Optimization exercise on an open flow, not production practice. RTL: at most simulated, not proved equivalent. Function not checked: run 1. Power: default activity.

===== flow/config.mk =====
export PLATFORM = sky130hd
export DESIGN_NAME = event_sched_top
export DESIGN_NICKNAME = event_sched_top
export VERILOG_FILES = /design/flow/design.v
export SDC_FILE = /design/flow/constraint.sdc
export NUM_CORES = 8
export LEC_CHECK = 0
export ABC_AREA = 1
export CAP_MARGIN = 20
export CORE_MARGIN = 2
export CORE_UTILIZATION = 40
export CTS_BUF_LIST = sky130_fd_sc_hd__clkbuf_8
export PLACE_DENSITY = 0.85
export SETUP_SLACK_MARGIN = 0.5
export SLEW_MARGIN = 20

===== flow/constraint.sdc =====
create_clock -name core_clock -period 14.5 [get_ports {clk}]
set_input_delay 2.9000 -clock core_clock [delete_from_list [all_inputs] [get_ports {clk}]]
set_output_delay 2.9000 -clock core_clock [all_outputs]
set_load 0.01 [all_outputs]

===== flow/design.v =====
`timescale 1ns/1ps
`default_nettype none
package event_sched_pkg;
    localparam int ADDR_W     = 16;
    localparam int COORD_W    = 8;
    localparam int ROW_STRIDE = 256;
    parameter int HALF_WIN    = 2;
    parameter int QUEUE_DEPTH = 16;
    function automatic logic lt8(input logic [7:0] a, input logic [7:0] b);
        logic r;
        r = 1'b0;
        for (int i = 0; i < 8; i++) r = (~a[i] & b[i]) | (~a[i] & r) | (b[i] & r);
        lt8 = r;
    endfunction
    function automatic logic lt16(input logic [15:0] a, input logic [15:0] b);
        logic r;
        r = 1'b0;
        for (int i = 0; i < 16; i++) r = (~a[i] & b[i]) | (~a[i] & r) | (b[i] & r);
        lt16 = r;
    endfunction
endpackage
`default_nettype wire
`timescale 1ns/1ps
`default_nettype none
module todo_lane (
    input  logic       seg_vld,
    input  logic [7:0] seg_top,
    input  logic [7:0] seg_lo,
    input  logic [7:0] seg_hi,
    input  logic [8:0] row,
    input  logic [7:0] col,
    input  logic [7:0] col_inc,
    output logic       act,
    output logic       cont,
    output logic       cov1,
    output logic       later
);
    logic [9:0] d;      
    logic       ge0, eq4, eqm1;
    assign d    = {row[8], row} - {2'b00, seg_top};
    assign ge0  = !d[9];
    assign eq4  = d[2];
    assign eqm1 = (d == 10'h3ff);
    assign act   = seg_vld && ge0 && event_sched_pkg::lt8(col, seg_hi);
    assign cont  = act && !event_sched_pkg::lt8(col_inc, seg_lo);
    assign cov1  = seg_vld && ((ge0 && !eq4) || eqm1);
    assign later = seg_vld && d[9] && !eqm1;
endmodule
`default_nettype wire
`timescale 1ns/1ps
`default_nettype none
module window_picker #(
    parameter int N = 5
) (
    input  logic [N-1:0]   mask,
    input  logic [N*N-1:0] ord,
    output logic [N-1:0]   pick
);
    always_comb begin
        for (int i = 0; i < N; i++) begin
            pick[i] = mask[i];
            for (int j = 0; j < N; j++) begin
                if (j != i && mask[j] && !ord[i*N+j]) pick[i] = 1'b0;
            end
        end
    end
endmodule
`default_nettype wire
`timescale 1ns/1ps
`default_nettype none
module sched_ctrl (
    input  logic [7:0] ev_top,
    input  logic [7:0] ev_lo,
    input  logic       cur_vld,
    input  logic [7:0] cur_top,
    input  logic [7:0] cur_hc,
    output logic       fresh,
    output logic       merge
);
    assign fresh = !cur_vld || event_sched_pkg::lt16({cur_top, cur_hc}, {ev_top, ev_lo});
    assign merge = cur_vld && (ev_top == cur_top)
                   && !event_sched_pkg::lt8(cur_hc + 8'd5, ev_lo);
endmodule
`default_nettype wire
`timescale 1ns/1ps
`default_nettype none
module event_sched_top #(
    parameter int NS = 3
) (
    input  logic        clk,
    input  logic        rst_n,
    input  logic [15:0] event_addr,
    input  logic        event_valid,
    output logic        event_ready,
    output logic [15:0] window_addr,
    output logic        window_valid,
    input  logic        window_ready
);
    localparam int N = NS + 1;
    logic [N-1:0]  seg_vld;
    logic [7:0]    seg_top [N];
    logic [7:0]    seg_lo  [N];
    logic [7:0]    seg_hi  [N];
    logic [NS-1:0] lo_le [NS];
    logic [7:0]    ev_top;   
    logic [7:0]    ev_lo;
    logic          ev_v;     
    logic          multi;    
    logic          rdy;      
    logic [15:0]   pos;      
    logic          wv;
    logic          first;    
    logic          fresh, merge;
    logic          room, consume, open_seg;
    logic [NS-1:0] alloc;
    assign event_ready  = rdy;
    assign window_valid = wv;
    assign window_addr  = pos;
    sched_ctrl sched_ctrl_inst (
        .ev_top(ev_top),
        .ev_lo(ev_lo),
        .cur_vld(seg_vld[NS]),
        .cur_top(seg_top[NS]),
        .cur_hc(seg_hi[NS]),
        .fresh(fresh),
        .merge(merge)
    );
    assign room     = !seg_vld[NS] || !(&seg_vld[NS-1:0]);
    assign consume  = rdy && event_valid;
    assign open_seg = consume && fresh && !merge;
    always_comb begin
        alloc = '0;
        for (int s = NS - 1; s >= 0; s--) begin
            if (!seg_vld[s]) alloc = NS'(1) << s;
        end
        if (!(open_seg && seg_vld[NS])) alloc = '0;
    end
    logic [8:0]   R;         
    logic [7:0]   C, R1, C1;
    logic [N-1:0] act, cont, cov1, later;
    logic [N*N-1:0] lo_before;
    logic [N-1:0] pick_in, pick_c1;
    logic [7:0]   ht, hc;
    logic         lo_early;
    assign R  = {first, pos[15:8] | {8{first}}};
    assign C  = pos[7:0];
    assign R1 = R[7:0] + 8'd1;
    assign C1 = C + 8'd1;
    for (genvar s = 0; s < NS; s++) begin : g_seg
        todo_lane todo_lane_inst (
            .seg_vld(seg_vld[s]),
            .seg_top(seg_top[s]),
            .seg_lo(seg_lo[s]),
            .seg_hi(seg_hi[s]),
            .row(R),
            .col(C),
            .col_inc(C1),
            .act(act[s]),
            .cont(cont[s]),
            .cov1(cov1[s]),
            .later(later[s])
        );
    end
    assign ht = seg_top[NS];
    assign hc = seg_hi[NS];
    logic       r_eq, r1_eq, r_lt, r1_lt, c1_lt;
    assign r_eq  = !first && (R[7:0] == ht);
    assign r1_eq = (R1 == ht);
    assign r_lt  = !r_eq;
    assign r1_lt = !r_eq && !r1_eq;
    assign c1_lt = (C1 != hc);    
    assign act[NS]   = seg_vld[NS] && r_eq && c1_lt;
    assign cont[NS]  = act[NS] && !event_sched_pkg::lt8(C1, seg_lo[NS]);
    assign cov1[NS]  = seg_vld[NS] && r1_eq;
    assign later[NS] = seg_vld[NS] && r1_lt;
    assign lo_early = multi;
    logic [NS-1:0] cur_first;
    always_comb begin
        for (int j = 0; j < NS; j++) begin
            cur_first[j] = !event_sched_pkg::lt8(seg_lo[j], seg_lo[NS]);
        end
    end
    always_comb begin
        for (int i = 0; i < N; i++) begin
            for (int j = 0; j < N; j++) begin
                if (i == NS)      lo_before[i*N+j] = (j == NS) ? 1'b0 : cur_first[j];
                else if (j == NS) lo_before[i*N+j] = !cur_first[i];
                else if (i < j)   lo_before[i*N+j] = lo_le[i][j];
                else              lo_before[i*N+j] = !lo_le[j][i];
            end
        end
    end
    window_picker #(.N(N)) pick_in_inst (.mask(act),   .ord(lo_before),  .pick(pick_in));
    window_picker #(.N(N)) pick_c1_inst (.mask(cov1),  .ord(lo_before),  .pick(pick_c1));
    logic        any_act, any_cont, any_c1, any_l;
    logic [7:0]  lo_in, lo_c1;
    logic        early_in, early_c1;
    logic        due;
    logic [15:0] nxt;
    logic        free;     
    logic        skip;     
    assign any_act  = |act;
    assign any_cont = |cont;
    assign any_c1   = |cov1;
    assign any_l    = |later;
    always_comb begin
        lo_in = '0; lo_c1 = '0;
        for (int s = 0; s < N; s++) begin
            lo_in    = lo_in    | ({8{pick_in[s]}} & seg_lo[s]);
            lo_c1    = lo_c1    | ({8{pick_c1[s]}} & seg_lo[s]);
        end
    end
    assign early_in = act[NS] && (!pick_in[NS] || lo_early);
    assign early_c1 = !pick_c1[NS] || lo_early;
    always_comb begin
        if (any_act) begin
            nxt = {R[7:0], any_cont ? C1 : lo_in};
            due = r_lt || (r_eq && (any_cont ? c1_lt : early_in));
        end else if (any_c1) begin
            nxt = {R1, lo_c1};
            due = r1_lt || (r1_eq && early_c1);
        end else begin
            nxt = {R1, 8'hff};
            due = 1'b0;
        end
    end
    assign free = !wv || window_ready;
    assign skip = !any_act && !any_c1 && any_l;
    always_ff @(posedge clk) begin
        ev_top <= event_addr[15:8] - 8'd2;
        ev_lo  <= event_addr[7:0] - 8'd2;
        for (int s = 0; s < NS; s++) begin
            if (alloc[s]) begin
                seg_top[s] <= seg_top[NS];
                seg_lo[s]  <= seg_lo[NS];
                seg_hi[s]  <= seg_hi[NS] + 8'd4;
                for (int j = 0; j < NS; j++) begin
                    if (j < s) lo_le[j][s] <= !cur_first[j];
                    if (j > s) lo_le[s][j] <= cur_first[j];
                end
            end
        end
        if (open_seg) begin
            seg_top[NS] <= ev_top;
            seg_lo[NS]  <= ev_lo;
            multi       <= 1'b0;
        end else if (consume && fresh) begin
            multi       <= 1'b1;
        end
        if (consume && fresh) begin
            seg_hi[NS] <= ev_lo;
        end
        if (free && (due || skip)) begin
            pos <= nxt;
        end
    end
    always_ff @(posedge clk or negedge rst_n) begin
        if (!rst_n) begin
            seg_vld <= '0;
            rdy     <= 1'b0;
            ev_v    <= 1'b0;
            wv      <= 1'b0;
            first   <= 1'b1;
        end else begin
            seg_vld[NS-1:0] <= (seg_vld[NS-1:0] & (act[NS-1:0] | cov1[NS-1:0] | later[NS-1:0]))
                               | alloc;
            if (open_seg) seg_vld[NS] <= 1'b1;
            ev_v <= event_valid && !rdy;
            rdy  <= ev_v && !rdy && (!fresh || merge || room);
            if (free) begin
                wv <= due;
                if (due || skip) first <= 1'b0;
            end
        end
    end
endmodule
`default_nettype wire

===== flow/flow/run.sh =====
#!/bin/bash
# The standard layout (the standard.sh, standard synthesis included), with
# three changes in how it is made:
#  - the ports get plain buffers (buf_1, upsized by repair where timing needs
#    it) in place of the default delay-cell buffers;
#  - the clock tree uses clkbuf_8 and no dummy loads;
#  - timing repair aims for 10.4 ns of setup slack at the design's clock
#    period, so the layout reaches a shorter period than the clock asks for.
# Each tool's full output goes to standard_flow.log in this folder (and ORFS's
# own per-step logs under orfs/logs/).
set -euo pipefail
export BUFFER_PORTS_ARGS="-buffer_cell sky130_fd_sc_hd__buf_1"
export CTS_ARGS="-sink_clustering_enable -repair_clock_nets -buf_list sky130_fd_sc_hd__clkbuf_8 -dont_use_dummy_load"
bash standard.sh SETUP_SLACK_MARGIN=10.4 finish > standard_flow.log 2>&1

===== flow/standard.sh =====
#!/bin/bash
# synth_recipe.tcl (not shown) runs the flow's synth.tcl, then flattens the netlist and writes it again
# the make line also repeats each setting of config.mk as NAME=value (left out here)
make -C /OpenROAD-flow-scripts/flow DESIGN_CONFIG=/design/flow/config.mk WORK_HOME=/design/flow/orfs CLKGATE_MAP_FILE= SYNTH_SCRIPT=/design/flow/synth_recipe.tcl "${@:-finish}"

==> impl_results.rst, run 1 <==
.. list-table::
   :header-rows: 1

   * - Metric
     - Value
   * - Reg-to-reg critical path endpoint
     - pos[10]
   * - RSZ-0062 raised after global routing
     - no
   * - Cells after synthesis
     - approximately 1,000
   * - Flip-flop and latch count after synthesis
     - 140
   * - Worst setup timing slack at the placement stage
     - just under 10,000 ps
   * - Average wire length per cell after detail routing
     - 17.4 um
   * - Period minus WS final
     - 4060 ps
   * - TNS Setup
     - 0 ps
   * - Cell type group with the largest total delay on the critical path
     - flip-flops
   * - First-pass GRT wire length
     - 35,900 um
   * - Required time of the worst setup path
     - approximately 12,000 ps
   * - Avg Inst Size Synth
     - 8.61 um2
   * - Number of hold buffers added after CTS
     - 0
   * - Worst relative slew slack
     - 0.535
   * - Mapped Nets
     - 1,067
   * - Clock transition at the register clock pins on the worst setup and hold paths after CTS
     - 60 ps
   * - Length of the first detailed-routing pass in iterations
     - 5
   * - DR DRC count
     - 0
   * - Slowest stage cell, crit path
     - edfxtp_1
   * - TritonCTS sink count
     - 140
   * - Reg2Reg Depth
     - 17
   * - Port Buf Inserts
     - 37
   * - Total routing resource utilization after global routing
     - 0.204
   * - Total via count after detailed routing
     - around 7,600
   * - Synth-to-layout area growth
     - 12.7%
   * - GRT Residual Overflow
     - 0
   * - Crit Path Max Fanout
     - 6
   * - Power density cells
     - between 100 and 150 nW/um2
   * - Vias in the first global route
     - 7,243
   * - Worst setup slack for register-to-register paths
     - 10,520 ps
   * - Placer's final routability congestion estimate
     - roughly 0.99
   * - CTS tree
     - yes
   * - Antenna diode instance count
     - 0
   * - CP max stage delay
     - 520 ps
   * - Clock insertion delay at the later pin of the skew report
     - 460 ps
   * - Max Cap Viol
     - 0
   * - Total Power
     - 1.37 mW
   * - Distinct cells, synth
     - 51
   * - Synth top area share
     - 0.399
   * - Total of warnings raised by yosys
     - 12
   * - Critical-path cell list
     - buf_1
   * - Slew Limit Fails
     - 0
   * - Hold Path End
     - seg_top[3][4]
   * - Startpoint of the most critical register-to-register path
     - first
   * - Signal arrival time at the worst endpoint
     - 1160 ps
   * - Cell chosen for the clock root
     - clkbuf_8
   * - Post-synthesis sequential area ratio
     - 0.462
   * - Remaining antenna violation count
     - 0
   * - Upper clock frequency limit
     - about 0.25 GHz
   * - Placement row count
     - 53
   * - Biggest area contributors in the synthesized netlist
     - edfxtp_1, nand2_1, inv_1, ha_1, xor2_1
   * - Most frequent cells in the layout
     - nand2_1, inv_1, edfxtp_1
   * - CORE AREA
     - 21,200 um2
   * - WS Path Type
     - reg -> out
   * - Leading area contributor after synthesis
     - edfxtp_1
   * - Class of the most critical hold timing path
     - reg -> reg
   * - Average vias per placed instance
     - ~5.6
   * - Overall die width
     - 151 um
   * - Initial antenna violation count
     - 0
   * - Count of routing violations after the opening detailed-route iteration
     - 974
   * - Die ar.
     - 22,800 um2
   * - Number of buffers inserted during clock tree synthesis
     - 17
   * - HPWL after detailed placement
     - 17,100 um
   * - Layout cell share with drive strength beyond 1
     - 0.108
   * - Final setup slack of the worst path
     - 10,440 ps
   * - DIE HEIGHT
     - around 150 um
   * - IR Drop Worst-Case VDD
     - 73.7 uV
   * - Startpoint types
     - register
   * - Sum of buffers and inverters on the critical path
     - 1
   * - Pin count of the biggest net entering global routing
     - 26
   * - Count of H-tree levels built during CTS
     - 4
   * - Effective utilization at floorplan
     - 0.409
   * - Max Clock Skew
     - ~29 ps
   * - Synthesized area
     - about 8700 um2
   * - Worst-margin pin slew
     - 693 ps
   * - Hold Violations, Final
     - 0
   * - Final Setup Violations
     - 0
   * - Min-delay src
     - ev_top[4]
   * - Leakage power of the design
     - 4.17 nW
   * - Final clock period utilization by the worst path
     - 0.280
   * - Cell count of the worst hold path
     - 0
   * - Outcome
     - no timing/DRC/antenna violations
   * - Detailed-route wire length
     - 23,700 um
   * - Boundary pin count
     - 38
   * - Category of the worst setup path capture point
     - primary output
   * - Number of nets in the layout
     - 1,146
   * - Most common library cell in the layout ignoring fill and taps
     - nand2_1
   * - CTS Buffer Depth
     - 2
[state kept, by name, summed over array words and instances, names as in the netlist, 3 cells and up]
signal,count
ev_top,8
seg_hi,32
pos,16
lo_le,3
ev_lo,8
seg_lo,32
seg_vld,4
seg_top,32
[worst max path at each step]
stage | from | to | slack (ps) | depth (start not counted)
6_report | pos[3] | window_addr[3] | 10440 | 1
5_1_grt | first | pos[12] | 10390 | 21
4_1_cts | event_valid | lo_le[0][1] | 10260 | 7
3_5_place_dp | first | pos[1] | 9690 | 18
3_3_place_gp | first | pos[1] | 9820 | 18
2_1_floorplan | event_valid | lo_le[0][1] | 10350 | 6
[cells in the mapped netlist, drive strengths merged]
cell type and count:
nor3 20, nand2 223, fa 3, ha 39
o211ai 4, dfrtp 7, nand3b 3, clkbuf 1
inv 170, a21oi 45, o221ai 12, xor2 42
a21boi 2, nand4 11, edfxtp 115, a22o 1
o21ai 60, dfstp 1, nor2 87, or2 12
o2111ai 4, clkinv 1, o21bai 6, a221oi 4
buf 3, a31oi 3, o22ai 42, nand3 46
a211oi 3, nor4 5, nor4b 1, and2 1
a21o 1, maj3 3, xnor2 7, dfxtp 17
[metal layers]
layer	GRT usage	vias up	wire length, um
li1	-	3566	-
met1	0.262	3532	9300
met2	0.331	409	11500
met3	0.0389	78	2120
met4	0.0986	0	762
met5	0	-	0
[area by class of cell]
| class | count | area, um2 |
|---|---|---|
| repair buffers | 61 | 369 |
| inverters | 171 | 652 |
| repair inverters | 1 | 7.51 |
| flip-flops and latches | 140 | 4000 |
| clock buffers | 17 | 234 |
| fillers | 1905 | 11400 |
| well taps | 275 | 344 |
| multi-input cells | 692 | 4150 |
[metrics by stage]
stage                util  hold WS [ps]  instance area (um2)  instances
floorplan               -           426                 8710       1005
global placement    0.433           438                 9160       1313
detailed placement  0.433           443                 9160       1313
CTS                 0.448           458                 9480       1337
global route        0.461           465                 9760       1357
finish              0.461           460                 9760       1357
[power by group]
part | total, mW | leakage, nW | switching [mW] | internal, mW
sequential | 0.526 | 1.29 | 0.0384 | 0.488
clock | 0.231 | 0.122 | 0.128 | 0.103
combinational | 0.610 | 2.76 | 0.398 | 0.212
total | 1.37 | 4.17 | 0.564 | 0.803
[kinds of logic (layout without fill, tap and decap cells)]
kind of cell,Yosys count,after routing,synth area share
buffers and inverters,175,250,0.0781
and+or+nand+nor,409,411,0.214
DFF,140,140,0.462
xor gates and xnor gates,49,49,0.0504
AOI/OAI and AO/OA,187,187,0.129
adders and majority gates,45,45,0.0668
[timing repair]
| item | CTS | global route |
|---|---|---|
| resized for setup | 8 | 17 |
| setup buffers | 6 | 18 |
| pin swaps | 2 | 7 |
| endpoints found under the setup margin | 91 | 101 |
| cloned | 1 | 2 |
==> run 2, diff against run 1 <==
--- a/flow/design.v
+++ b/flow/design.v
@@ -127,6 +127,6 @@
     );
     assign room     = !seg_vld[NS] || !(&seg_vld[NS-1:0]);
-    assign consume  = rdy && event_valid;
-    assign open_seg = consume && fresh && !merge;
+    assign consume  = rdy;
+    assign open_seg = rdy && fresh && !merge;
     always_comb begin
         alloc = '0;
==> run 2 against run 1 <==
Wire length shrank 7.3%. Combinational power rose by 18%. Utilization shrank 1.2 points. Setup slack lost 14 ps. Non-clock buffer count decreased by 11. Critical endpoint is now window_addr[6]. Sequential share of layout area is 1.2 points higher. Still clean.
==> impl_results.rst, run 2 <==
.. list-table::
   :header-rows: 1

   * - Metric
     - Value
   * - Total placed cells including tap cells
     - 1,305 (-0.61%)
   * - Net switching power figure
     - 0.655 mW (+16%)
   * - Average wire length per cell after detail routing
     - 16.5 um (-5.7%)
   * - Mux cell area share after synthesis
     - 0 (unchanged)
   * - Average vias per placed instance
     - 5.43 (-2.8%)
   * - Count leader, synth
     - nand2_1
   * - Category of the worst setup path capture point
     - primary output
   * - Largest family of logic cells by synthesized area
     - simple AND/OR/NAND/NOR gates
   * - Avg Inst Size Synth
     - 8.63 um2 (+0.24%)
   * - Antenna diode instance count
     - 0 (unchanged)
   * - Pin count of the biggest net entering global routing
     - 25 (-3.8%)
   * - Max Clock Skew
     - 28.6 ps (+0.113 ps)
   * - Cells after synthesis
     - 998 (-0.70%)
   * - Biggest area contributors in the synthesized netlist
     - edfxtp_1, nand2_1, inv_1, ha_1, xor2_1
   * - Required time of the worst setup path
     - 11,600 ps (about the same)
   * - Outcome
     - no timing/DRC/antenna violations
   * - Mapped Nets
     - 1,060 (-0.66%)
   * - Simple-gate area share of the yosys netlist
     - 0.201 (-0.0129)
   * - CTS tree
     - yes
   * - HPWL after detailed placement
     - 16,500 um (-3.5%)
   * - Cell count of the worst hold path
     - 0 (unchanged)
   * - Slew Limit Fails
     - 0 (unchanged)
   * - Final instance area
     - 9480 um2 (-2.8%)
   * - Placement row count
     - 53 (unchanged)
   * - Area used by sequential logic in the layout
     - 4000 um2 (unchanged)
   * - CP max stage delay
     - 530 ps (about the same)
   * - Boundary pin count
     - 38 (unchanged)
   * - Sum of buffers and inverters on the critical path
     - 1 (unchanged)
   * - WS Path Type
     - reg -> out
   * - Count of routing violations after the opening detailed-route iteration
     - 881 (-9.5%)
   * - GRT Residual Overflow
     - 0 (unchanged)
   * - Synthesized area
     - 8620 um2 (-0.46%)
   * - Effective utilization at floorplan
     - 0.409 (-0.000612)
   * - Cell chosen for the clock root
     - clkbuf_8
   * - Port Buf Inserts
     - 37 (unchanged)
   * - Power density cells
     - 161 nW/um2 (+15%)
   * - Leading area contributor after synthesis
     - edfxtp_1
   * - Initial antenna violation count
     - 0 (unchanged)
   * - Total via count after detailed routing
     - 7,249 (-4.4%)
   * - Final standard cell count with taps included and fillers excluded
     - 1,334 (-1.7%)
   * - Post-synthesis sequential area ratio
     - 0.464 (+0.00214)
   * - Placer's final routability congestion estimate
     - 0.975 (-1.5%)
   * - Upper clock frequency limit
     - 0.246 GHz (-0.35%)
   * - Worst relative slew slack
     - 0.427 (-0.108)
   * - Leading register cell type out of synthesis
     - edfxtp_1
   * - Final Setup Violations
     - 0 (unchanged)
   * - DR DRC count
     - 0 (unchanged)
   * - Switching share of power
     - 0.430 (+0.0176)
   * - Hold Violations, Final
     - 0 (unchanged)
   * - Total routing resource utilization after global routing
     - 0.198 (-0.00593)
   * - Distinct cells, synth
     - 51 (unchanged)
   * - RSZ-0062 raised after global routing
     - no
   * - Cell type group with the largest total delay on the critical path
     - flip-flops
   * - Layout cell share with drive strength beyond 1
     - 0.0869 (-0.0213)
   * - Max Cap Viol
     - 0 (unchanged)
   * - Sequential group share of total power
     - 0.377 (-0.008)
   * - Area of the multi-input gates
     - 3980 um2 (-4.0%)
   * - Most frequent cells in the layout
     - nand2_1, inv_1, edfxtp_1
   * - Critical-path cell list
     - buf_1
   * - Placed Instance Area
     - 9080 um2 (-0.87%)
   * - DIE HEIGHT
     - 151 um (-0.23%)
   * - Number of buffers inserted during clock tree synthesis
     - 17 (unchanged)
   * - Slowest stage cell, crit path
     - edfxtp_1
   * - Top post-synthesis cells by count
     - nand2_1, inv_1, edfxtp_1, nor2_1, o21ai_0
   * - Overall die width
     - 151 um (-0.23%)
   * - Clock insertion delay at the later pin of the skew report
     - 470 ps (about the same)
   * - Clk pwr share
     - 0.151 (-0.018)
   * - Total of warnings raised by yosys
     - 12 (unchanged)
   * - Signal arrival time at the worst endpoint
     - 1170 ps (about the same)
   * - Xor and xnor area share after synthesis
     - 0.0468 (-0.00369)
   * - Number of fillers in the final layout
     - 2,049 (+7.6%)
   * - Flip-flop and latch count after synthesis
     - 140 (unchanged)
   * - Most common library cell in the layout ignoring fill and taps
     - nand2_1
   * - Crit Path Max Fanout
     - 4 (-2)
   * - WP depth
     - 1 (unchanged)
   * - Count of H-tree levels built during CTS
     - 4 (unchanged)
   * - CORE AREA
     - 21,100 um2 (-0.31%)
   * - CTS Buffer Depth
     - 2 (unchanged)
   * - Adder and majority cell fraction of the synthesized area
     - 0.0659 (-0.000851)
   * - Length of the first detailed-routing pass in iterations
     - 5 (unchanged)
   * - Comb pwr share
     - 0.472 (+0.026)
   * - Class of the most critical hold timing path
     - reg -> reg
   * - Number of nets in the layout
     - 1,123 (-2.0%)
   * - Final clock period utilization by the worst path
     - 0.281 (+0.000993)
   * - Synth-to-layout area growth
     - 10.0%
   * - TNS Setup
     - 0 ps (unchanged)
   * - First-pass GRT wire length
     - 34,300 um (-4.5%)
   * - IR Drop Worst-Case VDD
     - 58.0 uV (-21%)
   * - Share of the synthesized area in compound gates (AO/OA/AOI/OAI)
     - 0.142 (+0.0129)
   * - Vias in the first global route
     - 6,775 (-6.5%)
   * - Synth top area share
     - 0.401 (+0.00185)
   * - Final setup slack of the worst path
     - 10,430 ps (-14.4 ps)
   * - Die ar.
     - 22,700 um2 (-0.45%)
   * - Leakage power of the design
     - 4.12 nW (-1.3%)
   * - Worst-margin pin slew
     - 858 ps (+165 ps)
   * - TritonCTS sink count
     - 140 (unchanged)
   * - EDFF count, synth
     - 115 (unchanged)
   * - Largest registers ranked by flip-flop count
     - seg_hi: 32 flops, seg_lo: 32 flops, seg_top: 32 flops
   * - Detailed-route wire length
     - 21,900 um (-7.3%)
   * - Startpoint types
     - register
   * - Reg2Reg Depth
     - 18 (+1)
   * - Clock transition at the register clock pins on the worst setup and hold paths after CTS
     - 60 ps (about the same)
   * - Internal Pwr Total
     - 0.867 mW (+8.0%)
   * - Period minus WS final
     - 4070 ps (+14.4 ps)
   * - Worst setup timing slack at the placement stage
     - 9680 ps (-4.67 ps)
   * - Share of async-settable or async-resettable flops after synthesis
     - 0.0571 (unchanged)
   * - Remaining antenna violation count
     - 0 (unchanged)
==> run 2: cell count changes in the layout (fill, tap and decap cells not counted), sizes merged, moves of 4 or more <==
cell and delta:
nand3 -12, nor2 -17, buf -11, nand4 +4, o22ai +6, o21ai +7, o211ai -4, nand2 +10
==> run 2: worst paths after layout <==
| kind | startpoint | endpoint | slack [ps] |
|---|---|---|---|
| setup / recovery | pos[6] | window_addr[6] | 10430 |
| hold / removal | ev_top[1] | seg_top[3][1] | 470 |
| setup reg to reg | first | pos[6] | 10630 |
| hold reg to reg | ev_top[1] | seg_top[3][1] | 470 |
| max in group asynchronous | rst_n | seg_vld[2] | 11640 |
| min in group asynchronous | rst_n | seg_vld[3] | 2430 |
==> run 2: routing by layer <==
| layer | GRT usage | vias up | wire length (um) |
|---|---|---|---|
| met1 | 0.266 | 3380 | 9510 |
| li1 | - | 3501 | - |
| met4 | 0.0757 | 0 | 465 |
| met3 | 0.0373 | 42 | 1800 |
| met5 | 0 | - | 0 |
| met2 | 0.317 | 326 | 10200 |
==> run 2: metrics by stage <==
stage          power (mW)  hold WS (ps)  utilization
6_report             1.52           467        0.450
5_1_grt              1.63           485        0.450
4_1_cts              1.49           467        0.444
3_5_place_dp         1.25           452        0.430
3_3_place_gp         1.24           444        0.430
2_1_floorplan        1.06           426            -
==> run 2: area by class of cell <==
cell class / instances / share of cell area
Timing Repair Buffer: 50 / 0.0263
Multi-Input combinational cell: 676 / 0.420
Sequential cell: 140 / 0.422
Clock buffer: 17 / 0.0247
Tap cell: 275 / 0.0363
Inverter: 176 / 0.0709
==> run 2: timing repair <==
action	in CTS	in global routing
buffers inserted	6	6
hold buffers	0	0
pin swaps	1	4
gates cloned	0	0
setup endpoints to repair	18	96
gates resized for setup	3	11
==> run 2: logic make-up (layout without fill, tap and decap cells) <==
kind of cell | Yosys count | in the layout
fa+ha+maj | 44 | 44
simple gates | 390 | 390
compound gates | 196 | 196
xor+xnor | 46 | 46
flops | 140 | 140
buf+inv | 182 | 243
==> run 2: power groups by stage <==
stage	clock (mW)	combinational (mW)	sequential [mW]
after floorplan	0	0.499	0.565
after global placement	0	0.654	0.582
after detailed placement	0	0.667	0.581
after CTS	0.233	0.686	0.571
after global routing	0.247	0.804	0.578
final	0.231	0.718	0.574
Testbench counts of run 2, summed over its fixed seeds: cycles 16,712.
==> run 3, diff against run 2 <==
--- a/flow/flow/run.sh
+++ b/flow/flow/run.sh
@@ -5,5 +5,5 @@
 #    it) in place of the default delay-cell buffers;
 #  - the clock tree uses clkbuf_8 and no dummy loads;
-#  - timing repair aims for 10.4 ns of setup slack at the design's clock
+#  - timing repair aims for 10.3 ns of setup slack at the design's clock
 #    period, so the layout reaches a shorter period than the clock asks for.
 # Each tool's full output goes to standard_flow.log in this folder (and ORFS's
@@ -12,3 +12,3 @@
 export BUFFER_PORTS_ARGS="-buffer_cell sky130_fd_sc_hd__buf_1"
 export CTS_ARGS="-sink_clustering_enable -repair_clock_nets -buf_list sky130_fd_sc_hd__clkbuf_8 -dont_use_dummy_load"
-bash standard.sh SETUP_SLACK_MARGIN=10.4 finish > standard_flow.log 2>&1
+bash standard.sh SETUP_SLACK_MARGIN=10.3 finish > standard_flow.log 2>&1
==> run 3 against run 2 <==
Still clean on timing, DRC and antenna. Worst hold slack improved by 3.0 ps. Synthesized area unchanged. Count of clock-buffer cells in the layout unchanged. Maximum frequency decreased by 0.96%. Critical path type unchanged.
==> impl_results.rst, run 3 <==
.. list-table::
   :header-rows: 1

   * - Metric
     - Value
   * - Number of buffers inserted during clock tree synthesis
     - 17 (unchanged)
   * - Critical-path cell list
     - buf_1
   * - Power density cells
     - 162 nW/um2 (+0.61%)
   * - GR peak layer
     - met2
   * - First-pass GRT wire length
     - 35,300 um (+3.1%)
   * - Crit Path Max Fanout
     - 5 (+1)
   * - GRT Residual Overflow
     - 0 (unchanged)
   * - Leading area contributor after synthesis
     - edfxtp_1
   * - Required time of the worst setup path
     - 11,600 ps (about the same)
   * - Leading register cell type out of synthesis
     - edfxtp_1
   * - Total placed cells including tap cells
     - 1,305 (unchanged)
   * - Cell type group with the largest total delay on the critical path
     - flip-flops
   * - Initial antenna violation count
     - 0 (unchanged)
   * - IR Drop Worst-Case VDD
     - 61.9 uV (+6.6%)
   * - Outcome
     - no timing/DRC/antenna violations
   * - Number of hold buffers added after CTS
     - 0 (unchanged)
   * - Hold Path End
     - seg_lo[3][2]
   * - Number of fillers in the final layout
     - 2,047 (-0.098%)
   * - Average wire length per cell after detail routing
     - 16.7 um (+1.4%)
   * - Switching share of power
     - 0.430 (-0.000671)
   * - Top post-synthesis cells by count
     - nand2_1, inv_1, edfxtp_1, nor2_1, o21ai_0
   * - WS Path Type
     - reg -> out
   * - Placement row count
     - 53 (unchanged)
   * - Synth top area share
     - 0.401 (unchanged)
   * - Cell chosen for the clock root
     - clkbuf_8
   * - Startpoint of the most critical register-to-register path
     - first
   * - Biggest area contributors in the synthesized netlist
     - edfxtp_1, nand2_1, inv_1, ha_1, xor2_1
   * - Count of H-tree levels built during CTS
     - 4 (unchanged)
   * - Hold Violations, Final
     - 0 (unchanged)
   * - Comb pwr share
     - 0.473 (about the same)
   * - Worst slack on hold paths
     - 470 ps (+2.99 ps)
   * - Synth-to-layout area growth
     - 9.67%
   * - Pin count of the biggest net entering global routing
     - 25 (unchanged)
   * - Reg-to-reg critical path endpoint
     - pos[11]
   * - Synthesized area
     - 8620 um2 (unchanged)
   * - CP max stage delay
     - 570 ps (+40 ps)
   * - TNS Setup
     - 0 ps (unchanged)
   * - Die ar.
     - 22,700 um2 (unchanged)
   * - Period minus WS final
     - 4110 ps (+39.5 ps)
   * - Met2 Usage GRT
     - 0.325 (+0.00841)
   * - CTS Buffer Depth
     - 2 (unchanged)
   * - Routing usage on met3
     - 0.0527 (+0.0155)
   * - Sum of buffers and inverters on the critical path
     - 1 (unchanged)
   * - Mapped Nets
     - 1,060 (unchanged)
   * - Final Setup Violations
     - 0 (unchanged)
   * - Most frequent cells in the layout
     - nand2_1, inv_1, edfxtp_1
   * - Cells after synthesis
     - 998 (unchanged)
   * - Class of the most critical hold timing path
     - reg -> reg
   * - Sequential group share of total power
     - 0.377 (about the same)
   * - HPWL after detailed placement
     - 16,800 um (+1.9%)
   * - Number of nets in the layout
     - 1,122 (-0.089%)
   * - Most common library cell in the layout ignoring fill and taps
     - nand2_1
   * - Reg2Reg Depth
     - 21 (+3)
   * - Cell count of the worst hold path
     - 0 (unchanged)
   * - DIE HEIGHT
     - 151 um (unchanged)
   * - DR DRC count
     - 0 (unchanged)
   * - Slew Limit Fails
     - 0 (unchanged)
   * - Worst-margin pin slew
     - 935 ps (+76.9 ps)
   * - Slowest stage cell, crit path
     - edfxtp_1
   * - Share of async-settable or async-resettable flops after synthesis
     - 0.0571 (unchanged)
   * - Avg Inst Size Synth
     - 8.63 um2 (unchanged)
   * - Clk pwr share
     - 0.150 (about the same)
   * - Post-synthesis sequential area ratio
     - 0.464 (unchanged)
   * - Total via count after detailed routing
     - 7,313 (+0.88%)
   * - Port Buf Inserts
     - 37 (unchanged)
   * - Overall die width
     - 151 um (unchanged)
   * - Average vias per placed instance
     - 5.49 (+0.96%)
   * - TritonCTS sink count
     - 140 (unchanged)
   * - Total routing resource utilization after global routing
     - 0.202 (+0.00445)
   * - CORE AREA
     - 21,100 um2 (unchanged)
   * - Final standard cell count with taps included and fillers excluded
     - 1,333 (-0.075%)
   * - Distinct cells, synth
     - 51 (unchanged)
   * - Max Clock Skew
     - 27.6 ps (-0.980 ps)
   * - RSZ-0062 raised after global routing
     - no
   * - Flip-flop and latch count after synthesis
     - 140 (unchanged)
   * - Boundary pin count
     - 38 (unchanged)
   * - Count leader, synth
     - nand2_1
   * - Worst setup slack for register-to-register paths
     - 10,590 ps (-40 ps)
   * - Placer's final routability congestion estimate
     - 0.973 (-0.23%)
   * - Final clock period utilization by the worst path
     - 0.283 (+0.00272)
   * - Remaining antenna violation count
     - 0 (unchanged)
   * - Vias in the first global route
     - 6,996 (+3.3%)
   * - Largest registers ranked by flip-flop count
     - seg_hi: 32 flops, seg_lo: 32 flops, seg_top: 32 flops
   * - Net switching power figure
     - 0.656 mW (+0.11%)
   * - Upper clock frequency limit
     - 0.243 GHz (-0.96%)
   * - CTS tree
     - yes
   * - Max Cap Viol
     - 0 (unchanged)
   * - Total of warnings raised by yosys
     - 12 (unchanged)
   * - Routing usage on met1
     - 0.262 (-0.00387)
   * - Clock transition at the register clock pins on the worst setup and hold paths after CTS
     - 80 ps (+20 ps)
   * - Effective utilization at floorplan
     - 0.409 (unchanged)
   * - Worst relative slew slack
     - 0.376 (-0.0513)
   * - Count of routing violations after the opening detailed-route iteration
     - 777 (-12%)
   * - EDFF count, synth
     - 115 (unchanged)
   * - Leakage power of the design
     - 4.11 nW (about the same)
   * - Antenna diode instance count
     - 0 (unchanged)
   * - Layout cell share with drive strength beyond 1
     - 0.0822 (-0.00464)
   * - Length of the first detailed-routing pass in iterations
     - 6 (+1)
   * - Internal Pwr Total
     - 0.871 mW (+0.39%)
   * - Startpoint types
     - register
   * - Min-delay src
     - ev_lo[2]
   * - Clock insertion delay at the later pin of the skew report
     - 470 ps (about the same)
   * - Detailed-route wire length
     - 22,200 um (+1.4%)
   * - Category of the worst setup path capture point
     - primary output
   * - Signal arrival time at the worst endpoint
     - 1210 ps (+40 ps)
-- run 3: layout make-up --
class	count	area, um2	area share
inverters	176	676	0.0715
multi-input cells	676	3960	0.419
flip-flops and latches	140	4000	0.423
repair buffers	49	241	0.0256
well taps	275	344	0.0364
clock buffers	17	234	0.0248
-- run 3: per-stage QoR --
stage / worst slack [ps] / power (mW) / instance area (um2) / util
2_1_floorplan: 10340 / 1.06 / 8620 / -
3_3_place_gp: 9850 / 1.24 / 9080 / 0.430
3_5_place_dp: 9600 / 1.25 / 9080 / 0.430
4_1_cts: 10340 / 1.50 / 9370 / 0.444
5_1_grt: 10310 / 1.63 / 9450 / 0.448
6_report: 10390 / 1.53 / 9450 / 0.448
-- run 3: cells by family after synthesis --
family,after synthesis,synth area share
xor gates and xnor gates,46,0.0468
DFF,140,0.464
buffers and inverters,182,0.0805
and+or+nand+nor,390,0.201
adders and majority gates,44,0.0659
AOI/OAI and AO/OA,196,0.142
-- run 3: timing repair --
item,4_1_cts,5_1_grt
resized for setup,2,7
setup buffers,4,7
pin swaps,1,4
hold endpoints to repair,0,0
endpoints found under the setup margin,16,96
-- run 3: worst max-delay path by stage --
stage | from | endpoint | slack [ps] | depth (start not counted)
2_1_floorplan | window_ready | pos[0] | 10340 | 2
3_3_place_gp | first | pos[0] | 9850 | 19
3_5_place_dp | first | pos[0] | 9600 | 18
4_1_cts | first | pos[11] | 10340 | 17
5_1_grt | first | pos[3] | 10310 | 18
6_report | pos[7] | window_addr[7] | 10390 | 1
-- run 3: per-layer routing --
metal  vias to the layer above  wire length [um]
met4                         0               520
li1                       3493                 -
met5                         -                 0
met3                        45              2140
met2                       358             10400
met1                      3417              9210
-- run 3: power groups by stage --
stage	Clock [mW]	Sequential (mW)	Combinational, mW
after floorplan	0	0.566	0.497
after detailed placement	0	0.582	0.670
after global routing	0.247	0.581	0.803
final	0.229	0.576	0.722
after CTS	0.231	0.573	0.693
after global placement	0	0.581	0.654
==> run 4, diff against run 3 <==
--- a/flow/flow/run.sh
+++ b/flow/flow/run.sh
@@ -5,5 +5,5 @@
 #    it) in place of the default delay-cell buffers;
 #  - the clock tree uses clkbuf_8 and no dummy loads;
-#  - timing repair aims for 10.3 ns of setup slack at the design's clock
+#  - timing repair aims for 10.6 ns of setup slack at the design's clock
 #    period, so the layout reaches a shorter period than the clock asks for.
 # Each tool's full output goes to standard_flow.log in this folder (and ORFS's
@@ -12,3 +12,3 @@
 export BUFFER_PORTS_ARGS="-buffer_cell sky130_fd_sc_hd__buf_1"
 export CTS_ARGS="-sink_clustering_enable -repair_clock_nets -buf_list sky130_fd_sc_hd__clkbuf_8 -dont_use_dummy_load"
-bash standard.sh SETUP_SLACK_MARGIN=10.3 finish > standard_flow.log 2>&1
+bash standard.sh SETUP_SLACK_MARGIN=10.6 finish > standard_flow.log 2>&1
==> run 4 against run 3 <==
Still clean. Synthesized area stayed put. Cell count is 2.6% higher. Utilization is 1.7 points higher. Count of clock-buffer cells in the layout stayed put. Total power is 4.3% higher. Synthesized cell count stayed put. Setup slack better by 97 ps. Global-route usage is 0.22 points lower. First-iteration DRC count is 5.1% higher. Critical path depth stayed put.
==> impl_results.rst, run 4 <==
.. list-table::
   :header-rows: 1

   * - Metric
     - Value
   * - Sequential group share of total power
     - 0.352 (-0.025)
   * - Total placed cells including tap cells
     - 1,305 (unchanged)
   * - Cell chosen for the clock root
     - clkbuf_8
   * - Share of the core filled with cells in the final layout
     - 0.465 (+0.0172)
   * - GRT Residual Overflow
     - 0 (unchanged)
   * - CTS tree
     - yes
   * - DR DRC count
     - 0 (unchanged)
   * - Worst-margin pin slew
     - 663 ps (-272 ps)
   * - Period minus WS final
     - 4010 ps (-96.9 ps)
   * - Slowest stage cell, crit path
     - edfxtp_1
   * - IR Drop Worst-Case VDD
     - 58.8 uV (-5.0%)
   * - Largest registers ranked by flip-flop count
     - seg_hi: 32 flops, seg_lo: 32 flops, seg_top: 32 flops
   * - EDFF count, synth
     - 115 (unchanged)
   * - Post-synthesis sequential area ratio
     - 0.464 (unchanged)
   * - Leading register cell type out of synthesis
     - edfxtp_1
   * - Total routing resource utilization after global routing
     - 0.200 (-0.00220)
   * - Placer's final routability congestion estimate
     - 0.975 (+0.23%)
   * - Signal arrival time at the worst endpoint
     - 1110 ps (-100 ps)
   * - Die ar.
     - 22,700 um2 (unchanged)
   * - Total Power
     - 1.59 mW (+4.3%)
   * - CP max stage delay
     - 490 ps (-80 ps)
   * - Total of warnings raised by yosys
     - 12 (unchanged)
   * - Sum of buffers and inverters on the critical path
     - 1 (unchanged)
   * - Final setup slack of the worst path
     - 10,490 ps (+96.9 ps)
   * - Average wire length per cell after detail routing
     - 16.7 um (about the same)
   * - Power density cells
     - 162 nW/um2 (+0.48%)
   * - Max Cap Viol
     - 0 (unchanged)
   * - Comb pwr share
     - 0.502 (+0.029)
   * - Most frequent cells in the layout
     - nand2_1, inv_1, edfxtp_1
   * - Hold Violations, Final
     - 0 (unchanged)
   * - Synthesized area
     - 8620 um2 (unchanged)
   * - Share of async-settable or async-resettable flops after synthesis
     - 0.0571 (unchanged)
   * - Final Setup Violations
     - 0 (unchanged)
   * - Startpoint types
     - register
   * - Top post-synthesis cells by count
     - nand2_1, inv_1, edfxtp_1, nor2_1, o21ai_0
   * - TritonCTS sink count
     - 140 (unchanged)
   * - Outcome
     - no timing/DRC/antenna violations
   * - Pin count of the biggest net entering global routing
     - 25 (unchanged)
   * - Cells after synthesis
     - 998 (unchanged)
   * - TNS Setup
     - 0 ps (unchanged)
   * - Upper clock frequency limit
     - 0.249 GHz (+2.4%)
   * - Most common library cell in the layout ignoring fill and taps
     - nand2_1
   * - Final clock period utilization by the worst path
     - 0.277 (-0.00668)
   * - Leakage power of the design
     - 4.32 nW (+5.0%)
   * - Switching share of power
     - 0.425 (-0.00438)
   * - Initial antenna violation count
     - 0 (unchanged)
   * - CORE AREA
     - 21,100 um2 (unchanged)
   * - Synth top area share
     - 0.401 (unchanged)
   * - Area used by sequential logic in the layout
     - 4000 um2 (unchanged)
   * - CTS Buffer Depth
     - 2 (unchanged)
   * - Effective utilization at floorplan
     - 0.409 (unchanged)
   * - Count of H-tree levels built during CTS
     - 4 (unchanged)
   * - WS Path Type
     - reg -> out
   * - Worst setup timing slack at the placement stage
     - 9680 ps (+81.7 ps)
   * - Mapped Nets
     - 1,060 (unchanged)
   * - Required time of the worst setup path
     - 11,600 ps (about the same)
   * - Avg Inst Size Synth
     - 8.63 um2 (unchanged)
   * - DIE HEIGHT
     - 151 um (unchanged)
   * - Leading area contributor after synthesis
     - edfxtp_1
   * - Length of the first detailed-routing pass in iterations
     - 5 (-1)
   * - Number of buffers inserted during clock tree synthesis
     - 17 (unchanged)
   * - Clk pwr share
     - 0.145 (-0.005)
   * - First-pass GRT wire length
     - 34,700 um (-1.8%)
   * - Detailed-route wire length
     - 22,800 um (+2.6%)
   * - Antenna diode instance count
     - 0 (unchanged)
   * - HPWL after detailed placement
     - 16,500 um (-1.8%)
   * - Total via count after detailed routing
     - 7,528 (+2.9%)
   * - Class of the most critical hold timing path
     - reg -> reg
   * - Critical-path cell list
     - clkbuf_2
   * - Category of the worst setup path capture point
     - primary output
   * - Layout cell share with drive strength beyond 1
     - 0.137 (+0.0551)
   * - Final standard cell count with taps included and fillers excluded
     - 1,367 (+2.6%)
   * - Number of nets in the layout
     - 1,156 (+3.0%)
   * - Flip-flop and latch count after synthesis
     - 140 (unchanged)
   * - Area of the multi-input gates
     - 4050 um2 (+2.4%)
   * - Biggest area contributors in the synthesized netlist
     - edfxtp_1, nand2_1, inv_1, ha_1, xor2_1
   * - RSZ-0062 raised after global routing
     - yes
   * - Remaining antenna violation count
     - 0 (unchanged)
   * - Internal Pwr Total
     - 0.916 mW (+5.1%)
   * - Overall die width
     - 151 um (unchanged)
   * - Vias in the first global route
     - 6,865 (-1.9%)
   * - Cell type group with the largest total delay on the critical path
     - flip-flops
   * - Distinct cells, synth
     - 51 (unchanged)
   * - Max Clock Skew
     - 28.2 ps (+0.598 ps)
   * - Placement row count
     - 53 (unchanged)
   * - Slew Limit Fails
     - 0 (unchanged)
   * - Boundary pin count
     - 38 (unchanged)
   * - Number of fillers in the final layout
     - 2,002 (-2.2%)
   * - Synth-to-layout area growth
     - 13.9%
   * - Count of routing violations after the opening detailed-route iteration
     - 817 (+5.1%)
   * - Clock insertion delay at the later pin of the skew report
     - 470 ps (about the same)
   * - Average vias per placed instance
     - 5.51 (+0.38%)
   * - Net switching power figure
     - 0.677 mW (+3.3%)
   * - Worst relative slew slack
     - 0.557 (+0.181)
   * - Clock transition at the register clock pins on the worst setup and hold paths after CTS
     - 70 ps (about the same)
   * - Count leader, synth
     - nand2_1
   * - Port Buf Inserts
     - 37 (unchanged)
   * - Crit Path Max Fanout
     - 2 (-3)
## run 4: cell types whose count changed in the layout (fill, tap and decap cells not counted), moves of 3 or more
cell      before  now
nand3_1       34   30
clkbuf_2       0   11
buf_2          0    3
buf_1         37   23
inv_1        163  160
buf_4         10   41
nand3_2        0    4
## run 4: cell type report
class	count	area share
clock buffers	17	0.0238
inverters	176	0.0690
multi-input cells	676	0.413
flip-flops and latches	140	0.408
well taps	275	0.0351
repair buffers	80	0.0496
repair inverters	3	0.00204
## run 4: stage by stage
| step | hold slack, ps | area [um2] |
|---|---|---|
| floorplan | 426 | 8620 |
| global placement | 444 | 9080 |
| detailed placement | 452 | 9080 |
| CTS | 467 | 9500 |
| global route | 485 | 9810 |
| finish | 465 | 9810 |
## run 4: per-layer routing
| layer | GRT usage | wire length (um) |
|---|---|---|
| met5 | 0 | 0 |
| met3 | 0.0382 | 2070 |
| met1 | 0.269 | 9440 |
| met2 | 0.320 | 10800 |
| met4 | 0.0780 | 534 |
## run 4: worst paths after layout
path / from / endpoint / slack, ps / depth (start not counted)
min: ev_top[6] / seg_top[3][6] / 460 / 0
max: pos[7] / window_addr[7] / 10490 / 1
min reg2reg: ev_top[6] / seg_top[3][6] / 460 / 0
max in group asynchronous: rst_n / seg_vld[2] / 11650 / 1
min in group asynchronous: rst_n / seg_vld[0] / 2430 / 1
max reg2reg: first / pos[5] / 10660 / 18
## run 4: logic make-up after synthesis
kind of cell | synth area share
DFF | 0.464
xor gates and xnor gates | 0.0468
buffers and inverters | 0.0805
adders and majority gates | 0.0659
AOI/OAI and AO/OA | 0.142
and+or+nand+nor | 0.201
## run 4: power by group through the flow
stage                     Clock [mW]  Combinational, mW  Sequential, mW
final                          0.231              0.800           0.561
after global routing           0.247              0.885           0.565
after CTS                      0.233              0.719           0.561
after detailed placement           0              0.667           0.581
after global placement             0              0.654           0.582
after floorplan                    0              0.499           0.565
## run 4: repair_timing
action	4_1_cts	5_1_grt
pin swaps	2	15
gates resized for setup	9	42
hold buffers	0	0
setup buffers	22	20
endpoints found under the setup margin	94	93
gates cloned	0	3
==> run 5, diff against run 4 <==
--- a/flow/flow/run.sh
+++ b/flow/flow/run.sh
@@ -5,5 +5,5 @@
 #    it) in place of the default delay-cell buffers;
 #  - the clock tree uses clkbuf_8 and no dummy loads;
-#  - timing repair aims for 10.6 ns of setup slack at the design's clock
+#  - timing repair aims for 10.5 ns of setup slack at the design's clock
 #    period, so the layout reaches a shorter period than the clock asks for.
 # Each tool's full output goes to standard_flow.log in this folder (and ORFS's
@@ -12,3 +12,3 @@
 export BUFFER_PORTS_ARGS="-buffer_cell sky130_fd_sc_hd__buf_1"
 export CTS_ARGS="-sink_clustering_enable -repair_clock_nets -buf_list sky130_fd_sc_hd__clkbuf_8 -dont_use_dummy_load"
-bash standard.sh SETUP_SLACK_MARGIN=10.6 finish > standard_flow.log 2>&1
+bash standard.sh SETUP_SLACK_MARGIN=10.5 finish > standard_flow.log 2>&1
--- a/flow/config.mk
+++ b/flow/config.mk
@@ -14,2 +14,3 @@
 export SETUP_SLACK_MARGIN = 0.5
 export SLEW_MARGIN = 20
+export TNS_END_PERCENT = 0
==> run 5 against run 4 <==
Still clean. Synthesized cell count unchanged. Non-clock buffer count decreased by 33. Final area decreased by 4.2%. Maximum frequency decreased by 2.3%. Clock skew increased by 1.6 ps. Wire length decreased by 4.0%. Count of clock-buffer cells in the layout unchanged. First-iteration DRC count increased by 0.73%. Sequential power increased by 2%. Cell count decreased by 2.6%. Via count decreased by 3.4%. Total power decreased by 5.0%. Critical endpoint unchanged. Largest power group unchanged. Highest routed layer unchanged.
==> impl_results.rst, run 5 <==
.. list-table::
   :header-rows: 1

   * - Metric
     - Value
   * - Outcome
     - no timing/DRC/antenna violations
   * - Placer's final routability congestion estimate
     - 0.975 (unchanged)
   * - CTS Buffer Depth
     - 2 (unchanged)
   * - DR DRC count
     - 0 (unchanged)
   * - Cell type group with the largest total delay on the critical path
     - flip-flops
   * - Sum of buffers and inverters on the critical path
     - 1 (unchanged)
   * - Cell chosen for the clock root
     - clkbuf_8
   * - Total of warnings raised by yosys
     - 12 (unchanged)
   * - EDFF count, synth
     - 115 (unchanged)
   * - Count of H-tree levels built during CTS
     - 4 (unchanged)
   * - Worst setup slack for register-to-register paths
     - 10,440 ps (-220 ps)
   * - Average wire length per cell after detail routing
     - 16.5 um (-1.4%)
   * - WS Path Type
     - reg -> out
   * - Average vias per placed instance
     - 5.46 (-0.83%)
   * - Total placed cells including tap cells
     - 1,305 (unchanged)
   * - Detailed-route wire length
     - 21,900 um (-4.0%)
   * - Number of fillers in the final layout
     - 2,056 (+2.7%)
   * - Initial antenna violation count
     - 0 (unchanged)
   * - Category of the worst setup path capture point
     - primary output
   * - Sequential group share of total power
     - 0.380 (+0.028)
   * - Internal Pwr Total
     - 0.864 mW (-5.6%)
   * - Synth-to-layout area growth
     - 9.09%
   * - Reg-to-reg critical path endpoint
     - pos[4]
   * - Number of nets in the layout
     - 1,120 (-3.1%)
   * - Top post-synthesis cells by count
     - nand2_1, inv_1, edfxtp_1, nor2_1, o21ai_0
   * - IR Drop Worst-Case VDD
     - 57.1 uV (-2.9%)
   * - Most common library cell in the layout ignoring fill and taps
     - nand2_1
   * - HPWL after detailed placement
     - 16,500 um (unchanged)
   * - Cells after synthesis
     - 998 (unchanged)
   * - Antenna diode instance count
     - 0 (unchanged)
   * - GRT Residual Overflow
     - 0 (unchanged)
   * - Total via count after detailed routing
     - 7,269 (-3.4%)
   * - Avg Inst Size Synth
     - 8.63 um2 (unchanged)
   * - First-pass GRT wire length
     - 34,300 um (-1.2%)
   * - Count of routing violations after the opening detailed-route iteration
     - 823 (+0.73%)
   * - Post-synthesis sequential area ratio
     - 0.464 (unchanged)
   * - Effective utilization at floorplan
     - 0.409 (unchanged)
   * - Upper clock frequency limit
     - 0.244 GHz (-2.3%)
   * - Clock insertion delay at the later pin of the skew report
     - 470 ps (about the same)
   * - Remaining antenna violation count
     - 0 (unchanged)
   * - Port Buf Inserts
     - 37 (unchanged)
   * - CP max stage delay
     - 560 ps (+70 ps)
   * - Worst relative slew slack
     - 0.290 (-0.268)
   * - Hold Violations, Final
     - 0 (unchanged)
   * - Area used by sequential logic in the layout
     - 4000 um2 (unchanged)
   * - Worst slack on hold paths
     - 466 ps (+1.14 ps)
   * - Most frequent cells in the layout
     - nand2_1, inv_1, edfxtp_1
   * - Synthesized area
     - 8620 um2 (unchanged)
   * - Share of async-settable or async-resettable flops after synthesis
     - 0.0571 (unchanged)
   * - Mapped Nets
     - 1,060 (unchanged)
   * - TritonCTS sink count
     - 140 (unchanged)
   * - Final standard cell count with taps included and fillers excluded
     - 1,331 (-2.6%)
   * - Flip-flop and latch count after synthesis
     - 140 (unchanged)
   * - Class of the most critical hold timing path
     - reg -> reg
   * - Synth top area share
     - 0.401 (unchanged)
   * - Clk pwr share
     - 0.152 (+0.007)
   * - Final clock period utilization by the worst path
     - 0.283 (+0.00650)
   * - Slowest stage cell, crit path
     - edfxtp_1
   * - Leading register cell type out of synthesis
     - edfxtp_1
   * - Area of the multi-input gates
     - 3940 um2 (-2.7%)
   * - Signal arrival time at the worst endpoint
     - 1210 ps (+100 ps)
   * - Critical-path cell list
     - buf_1
   * - TNS Setup
     - 0 ps (unchanged)
   * - Worst-margin pin slew
     - 1060 ps (+401 ps)
   * - Clock transition at the register clock pins on the worst setup and hold paths after CTS
     - 70 ps (about the same)
   * - Number of hold buffers added after CTS
     - 0 (unchanged)
   * - Pin count of the biggest net entering global routing
     - 25 (unchanged)
   * - Startpoint types
     - register
   * - Boundary pin count
     - 38 (unchanged)
   * - Power density cells
     - 161 nW/um2 (-0.82%)
   * - RSZ-0062 raised after global routing
     - yes
   * - Die ar.
     - 22,700 um2 (unchanged)
   * - Leading area contributor after synthesis
     - edfxtp_1
   * - Number of buffers inserted during clock tree synthesis
     - 17 (unchanged)
   * - Vias in the first global route
     - 6,772 (-1.4%)
   * - Period minus WS final
     - 4110 ps (+94.2 ps)
   * - Hold Path End
     - seg_top[3][6]
   * - Max Cap Viol
     - 0 (unchanged)
   * - Crit Path Max Fanout
     - 5 (+3)
   * - Total routing resource utilization after global routing
     - 0.198 (-0.00225)
   * - Min-delay src
     - ev_top[6]
   * - Layout cell share with drive strength beyond 1
     - 0.0777 (-0.0597)
   * - Startpoint of the most critical register-to-register path
     - first
   * - Overall die width
     - 151 um (unchanged)
   * - Slew Limit Fails
     - 0 (unchanged)
   * - Length of the first detailed-routing pass in iterations
     - 6 (+1)
   * - Distinct cells, synth
     - 51 (unchanged)
   * - CORE AREA
     - 21,100 um2 (unchanged)
   * - Required time of the worst setup path
     - 11,600 ps (about the same)
   * - Switching share of power
     - 0.429 (+0.00395)
   * - Comb pwr share
     - 0.468 (-0.034)
   * - Leakage power of the design
     - 4.11 nW (-4.8%)
   * - Count leader, synth
     - nand2_1
   * - DIE HEIGHT
     - 151 um (unchanged)
   * - Placement row count
     - 53 (unchanged)
   * - Cell count of the worst hold path
     - 0 (unchanged)
   * - Biggest area contributors in the synthesized netlist
     - edfxtp_1, nand2_1, inv_1, ha_1, xor2_1
   * - Max Clock Skew
     - 29.8 ps (+1.57 ps)
   * - Final Setup Violations
     - 0 (unchanged)
   * - Net switching power figure
     - 0.650 mW (-4.1%)
   * - CTS tree
     - yes
   * - Largest registers ranked by flip-flop count
     - seg_hi: 32 flops, seg_lo: 32 flops, seg_top: 32 flops
   * - Reg2Reg Depth
     - 18 (unchanged)
[run 5: cell counts after synthesis]
No cell type changed its count.
[run 5: timing repair]
item / in CTS / in global routing
gates resized for setup: 3 / 2
buffers inserted: 5 / 4
pin swaps: 1 / 3
setup endpoints to repair: 61 / 109
[run 5: kinds of logic (layout without fill, tap and decap cells)]
family	count (synthesis)	after routing	share of synthesized area
simple gates	390	390	0.201
compound gates	196	196	0.142
buf+inv	182	240	0.0805
flops	140	140	0.464
xor+xnor	46	46	0.0468
fa+ha+maj	44	44	0.0659
[run 5: metrics by stage]
| step | total power, mW | setup slack (ps) | util | cell area [um2] |
|---|---|---|---|---|
| floorplan | 1.06 | 10700 | - | 8620 |
| global placement | 1.24 | 9890 | 0.430 | 9080 |
| detailed placement | 1.25 | 9680 | 0.430 | 9080 |
| CTS | 1.49 | 10390 | 0.444 | 9360 |
| global route | 1.62 | 10240 | 0.446 | 9400 |
| finish | 1.51 | 10390 | 0.446 | 9400 |
[run 5: cell type report]
cell class / count / area share
Multi-Input combinational cell: 676 / 0.420
Sequential cell: 140 / 0.425
Clock buffer: 17 / 0.0249
Tap cell: 275 / 0.0366
Inverter: 176 / 0.0707
Timing Repair Buffer: 47 / 0.0228
[run 5: how the worst max path moves through the flow]
stage | from | to | slack, ps | depth (start not counted)
4_1_cts | pos[7] | window_addr[7] | 10390 | 1
3_5_place_dp | first | pos[0] | 9680 | 18
3_3_place_gp | first | pos[0] | 9890 | 18
6_report | pos[7] | window_addr[7] | 10390 | 1
5_1_grt | seg_hi[3][0] | seg_lo[0][5] | 10240 | 14
2_1_floorplan | window_ready | pos[0] | 10700 | 2
[run 5: layer usage]
| metal | part of all wire | track usage | routed length, um |
|---|---|---|---|
| met1 | 0.43 | 0.266 | 9350 |
| met2 | 0.46 | 0.317 | 10100 |
| met3 | 0.089 | 0.0373 | 1960 |
| met4 | 0.021 | 0.0757 | 462 |
| met5 | 0 | 0 | 0 |
[run 5: power by group through the flow]
stage | Sequential, mW | Combinational [mW] | Clock [mW]
after detailed placement | 0.581 | 0.667 | 0
after global routing | 0.579 | 0.791 | 0.247
after CTS | 0.572 | 0.684 | 0.233
after floorplan | 0.565 | 0.499 | 0
after global placement | 0.582 | 0.654 | 0
final | 0.575 | 0.709 | 0.230
==> run 6, diff against run 5 <==
--- a/flow/config.mk
+++ b/flow/config.mk
@@ -6,5 +6,5 @@
 export NUM_CORES = 8
 export LEC_CHECK = 0
-export ABC_AREA = 1
+export ABC_AREA = 0
 export CAP_MARGIN = 20
 export CORE_MARGIN = 2
@@ -14,3 +14,2 @@
 export SETUP_SLACK_MARGIN = 0.5
 export SLEW_MARGIN = 20
-export TNS_END_PERCENT = 0
==> run 6 against run 5 <==
Still clean on timing, DRC and antenna. Clock skew hardly changed. Cell count is 0.68% lower. Worst hold slack better by 7.8 ps. Wire length is 32% higher. Synthesized cell count is 7.6% lower. Register-to-register slack worse by 30 ps. Setup slack better by 16 ps. Combinational power is 36% higher. First-iteration DRC count is 58% higher. Largest cell class is now multi-input combinational cells.
==> impl_results.rst, run 6 <==
.. list-table::
   :header-rows: 1

   * - Metric
     - Value
   * - Count of routing violations after the opening detailed-route iteration
     - 1,303 (+58%)
   * - Synth top area share
     - 0.369 (-0.0322)
   * - WS Path Type
     - reg -> reg
   * - Synthesized area
     - 9370 um2 (+8.7%)
   * - Total routing resource utilization after global routing
     - 0.234 (+0.0361)
   * - Startpoint types
     - register
   * - Startpoint of the most critical register-to-register path
     - first
   * - Met2 Routed Length
     - 13,300 um (+31%)
   * - HPWL after detailed placement
     - 19,400 um (+18%)
   * - Length of the first detailed-routing pass in iterations
     - 10 (+4)
   * - Most frequent cells in the layout
     - edfxtp_1, inv_1, nor2_1
   * - Count of H-tree levels built during CTS
     - 4 (unchanged)
   * - EDFF count, synth
     - 115 (unchanged)
   * - Detailed-route wire length
     - 28,800 um (+32%)
   * - TNS Setup
     - 0 ps (unchanged)
   * - Number of hold buffers added after CTS
     - 0 (unchanged)
   * - Reg2Reg Depth
     - 13 (-5)
   * - Worst setup timing slack at the placement stage
     - 9900 ps (+213 ps)
   * - CP max stage delay
     - 520 ps (-40 ps)
   * - Total of warnings raised by yosys
     - 12 (unchanged)
   * - Max Clock Skew
     - 29.9 ps (+0.101 ps)
   * - Final instance area
     - 10,700 um2 (+14%)
   * - Avg Inst Size Synth
     - 10.2 um2 (+18%)
   * - Share of the synthesized area in compound gates (AO/OA/AOI/OAI)
     - 0.214 (+0.0717)
   * - Category of the worst setup path capture point
     - register
   * - Remaining antenna violation count
     - 0 (unchanged)
   * - Most common library cell in the layout ignoring fill and taps
     - edfxtp_1
   * - Reg-to-reg critical path endpoint
     - pos[0]
   * - DR DRC count
     - 0 (unchanged)
   * - Xor and xnor area share after synthesis
     - 0.0652 (+0.0184)
   * - Antenna diode instance count
     - 0 (unchanged)
   * - Leading area contributor after synthesis
     - edfxtp_1
   * - Top Metal Used
     - met4
   * - Sum of routed wire segments on met1
     - 10,700 um (+14%)
   * - Critical-path cell list
     - nor2_2 -> inv_1 -> ha_1 -> or3_1 -> a21oi_1 -> a211o_1 -> a211o_2 -> o21ai_0 -> nor2_2 -> o21ai_0 -> buf_4 -> nor3_4 -> a211o_4
   * - Slew Limit Fails
     - 0 (unchanged)
   * - Placer's final routability congestion estimate
     - 0.990 (+1.5%)
   * - First-pass GRT wire length
     - 44,200 um (+29%)
   * - Class of the most critical hold timing path
     - reg -> reg
   * - Die ar.
     - 24,700 um2 (+8.5%)
   * - Mapped Nets
     - 984 (-7.2%)
   * - Largest registers ranked by flip-flop count
     - seg_hi: 32 flops, seg_lo: 32 flops, seg_top: 32 flops
   * - GRT Residual Overflow
     - 0 (unchanged)
   * - Worst-margin pin slew
     - 870 ps (-194 ps)
   * - Synth-to-layout area growth
     - 14.4%
   * - Hold Path End
     - seg_top[3][7]
   * - Worst relative slew slack
     - 0.417 (+0.128)
   * - Top post-synthesis cells by count
     - edfxtp_1, inv_1, nor2_1, nand2_1, xnor2_1
   * - Largest family of logic cells by synthesized area
     - compound AO/OA/AOI/OAI gates
   * - Number of nets in the layout
     - 1,073 (-4.2%)
   * - Leakage power of the design
     - 4.04 nW (-1.6%)
   * - Initial antenna violation count
     - 0 (unchanged)
   * - Share of async-settable or async-resettable flops after synthesis
     - 0.0571 (unchanged)
   * - IR Drop Worst-Case VDD
     - 77.3 uV (+35%)
   * - Min-delay src
     - ev_top[7]
   * - Vias in the first global route
     - 8,164 (+21%)
   * - Biggest area contributors in the synthesized netlist
     - edfxtp_1, ha_1, xnor2_1, inv_1, dfxtp_1
   * - Cell count of the worst hold path
     - 0 (unchanged)
   * - Number of buffers inserted during clock tree synthesis
     - 17 (unchanged)
   * - Distinct cells, synth
     - 92 (+80%)
   * - Total via count after detailed routing
     - 8,383 (+15%)
   * - Outcome
     - no timing/DRC/antenna violations
   * - Port Buf Inserts
     - 37 (unchanged)
   * - Placed Instance Area
     - 9810 um2 (+8.0%)
   * - Pin count of the biggest net entering global routing
     - 25 (unchanged)
   * - Required time of the worst setup path
     - 14,650 ps (+3050 ps)
   * - Post-synthesis sequential area ratio
     - 0.426 (-0.0372)
   * - Average vias per placed instance
     - 6.34 (+16%)
   * - Cell chosen for the clock root
     - clkbuf_8
   * - Leading register cell type out of synthesis
     - edfxtp_1
   * - Placement row count
     - 55 (+3.8%)
   * - CORE AREA
     - 22,800 um2 (+8.3%)
   * - Boundary pin count
     - 38 (unchanged)
   * - RSZ-0062 raised after global routing
     - yes
   * - Effective utilization at floorplan
     - 0.410 (+0.00145)
   * - Share of the core filled with cells in the final layout
     - 0.469 (+0.0235)
   * - DIE HEIGHT
     - 157 um (+4.2%)
   * - Mux cell area share after synthesis
     - 0.00654 (+0.00654)
   * - Simple-gate area share of the yosys netlist
     - 0.158 (-0.0428)
   * - Final Setup Violations
     - 0 (unchanged)
   * - Area used by sequential logic in the layout
     - 4000 um2 (about the same)
   * - Average wire length per cell after detail routing
     - 21.8 um (+32%)
   * - Final clock period utilization by the worst path
     - 0.282 (-0.00107)
   * - Upper clock frequency limit
     - 0.244 GHz (+0.38%)
   * - TritonCTS sink count
     - 140 (unchanged)
   * - Overall die width
     - 157 um (+4.2%)
   * - Layout cell share with drive strength beyond 1
     - 0.165 (+0.0869)
   * - CTS Buffer Depth
     - 2 (unchanged)
   * - Period minus WS final
     - 4090 ps (-15.5 ps)
   * - Slowest stage cell, crit path
     - dfstp_4
   * - Area of the multi-input gates
     - 5170 um2 (+31%)
   * - Worst setup slack for register-to-register paths
     - 10,410 ps (-30 ps)
   * - Max Cap Viol
     - 0 (unchanged)
   * - Crit Path Max Fanout
     - 11 (+6)
   * - Power density cells
     - 167 nW/um2 (+3.7%)
   * - Final setup slack of the worst path
     - 10,410 ps (+15.5 ps)
   * - Clock transition at the register clock pins on the worst setup and hold paths after CTS
     - 70 ps (about the same)
   * - Count leader, synth
     - edfxtp_1
   * - Clock insertion delay at the later pin of the skew report
     - 460 ps (about the same)
   * - Cells after synthesis
     - 922 (-7.6%)
   * - Hold Violations, Final
     - 0 (unchanged)
   * - Met3 layer wire length in the routed design
     - 3080 um (+57%)
   * - Number of fillers in the final layout
     - 2,104 (+2.3%)
   * - Adder and majority cell fraction of the synthesized area
     - 0.0793 (+0.0134)
   * - Signal arrival time at the worst endpoint
     - 4240 ps (+3030 ps)
   * - CTS tree
     - yes
   * - Flip-flop and latch count after synthesis
     - 140 (unchanged)
==> run 6: changes by cell type after synthesis, sizes merged, moves of 14 or more <==
| cell | delta |
|---|---|
| xor2 | -15 |
| inv | -81 |
| o22ai | -40 |
| nand2b | +25 |
| o21ai | -29 |
| xnor2 | +37 |
| nor2b | +19 |
| maj3 | +17 |
| nand2 | -189 |
| a2111oi | +14 |
==> run 6: per-layer routing <==
metal,GRT usage,up-vias
li1,-,3695
met1,0.294,3924
met2,0.381,603
met3,0.0399,161
met4,0.137,0
met5,0,-
==> run 6: critical path, delay by kind of cell (launching register included) <==
family,cells,cell delay [ps]
AND/OR/NAND/NOR,4,1170
AO/OA/AOI/OAI,6,1290
adder cells (fa/ha/maj),1,360
flip-flops,1,520
buffers and inverters,2,440
==> run 6: worst max-delay path by stage <==
stage / start / endpoint / slack, ps / depth (start not counted)
floorplan: window_ready / pos[0] / 10520 / 4
global placement: first / pos[0] / 10000 / 12
detailed placement: first / pos[0] / 9900 / 12
CTS: pos[0] / window_addr[0] / 10470 / 1
global route: first / pos[8] / 10360 / 13
finish: first / pos[0] / 10410 / 13
==> run 6: timing repair <==
action,in CTS,in global routing
buffers inserted,41,11
pin swaps,10,2
resized for setup,35,39
endpoints found under the setup margin,57,72
endpoints found under the hold margin,0,0
cloned,1,0
==> run 6: cells by family after synthesis <==
logic type | count (synthesis)
simple gates | 280
compound gates | 251
xor+xnor | 68
flops | 140
buf+inv | 116
fa+ha+maj | 61
mux | 6
==> run 6: layout make-up <==
cell class / count / area share
multi-input combinational: 667 / 0.482
sequential: 140 / 0.373
clock buffer: 17 / 0.0218
inverter: 93 / 0.0336
tap: 313 / 0.0365
timing repair buffer: 92 / 0.0526
==> run 6: metrics by stage <==
| stage | power, mW | instances | hold WS, ps |
|---|---|---|---|
| floorplan | 1.17 | 922 | 428 |
| global placement | 1.36 | 1252 | 449 |
| detailed placement | 1.38 | 1252 | 448 |
| CTS | 1.70 | 1311 | 471 |
| global route | 1.87 | 1322 | 501 |
| finish | 1.79 | 1322 | 474 |
==> run 6: power breakdown <==
group	internal (mW)	leakage [nW]	switching, mW
Sequential	0.515	1.29	0.0694
Combinational	0.389	2.63	0.578
Clock	0.103	0.122	0.135
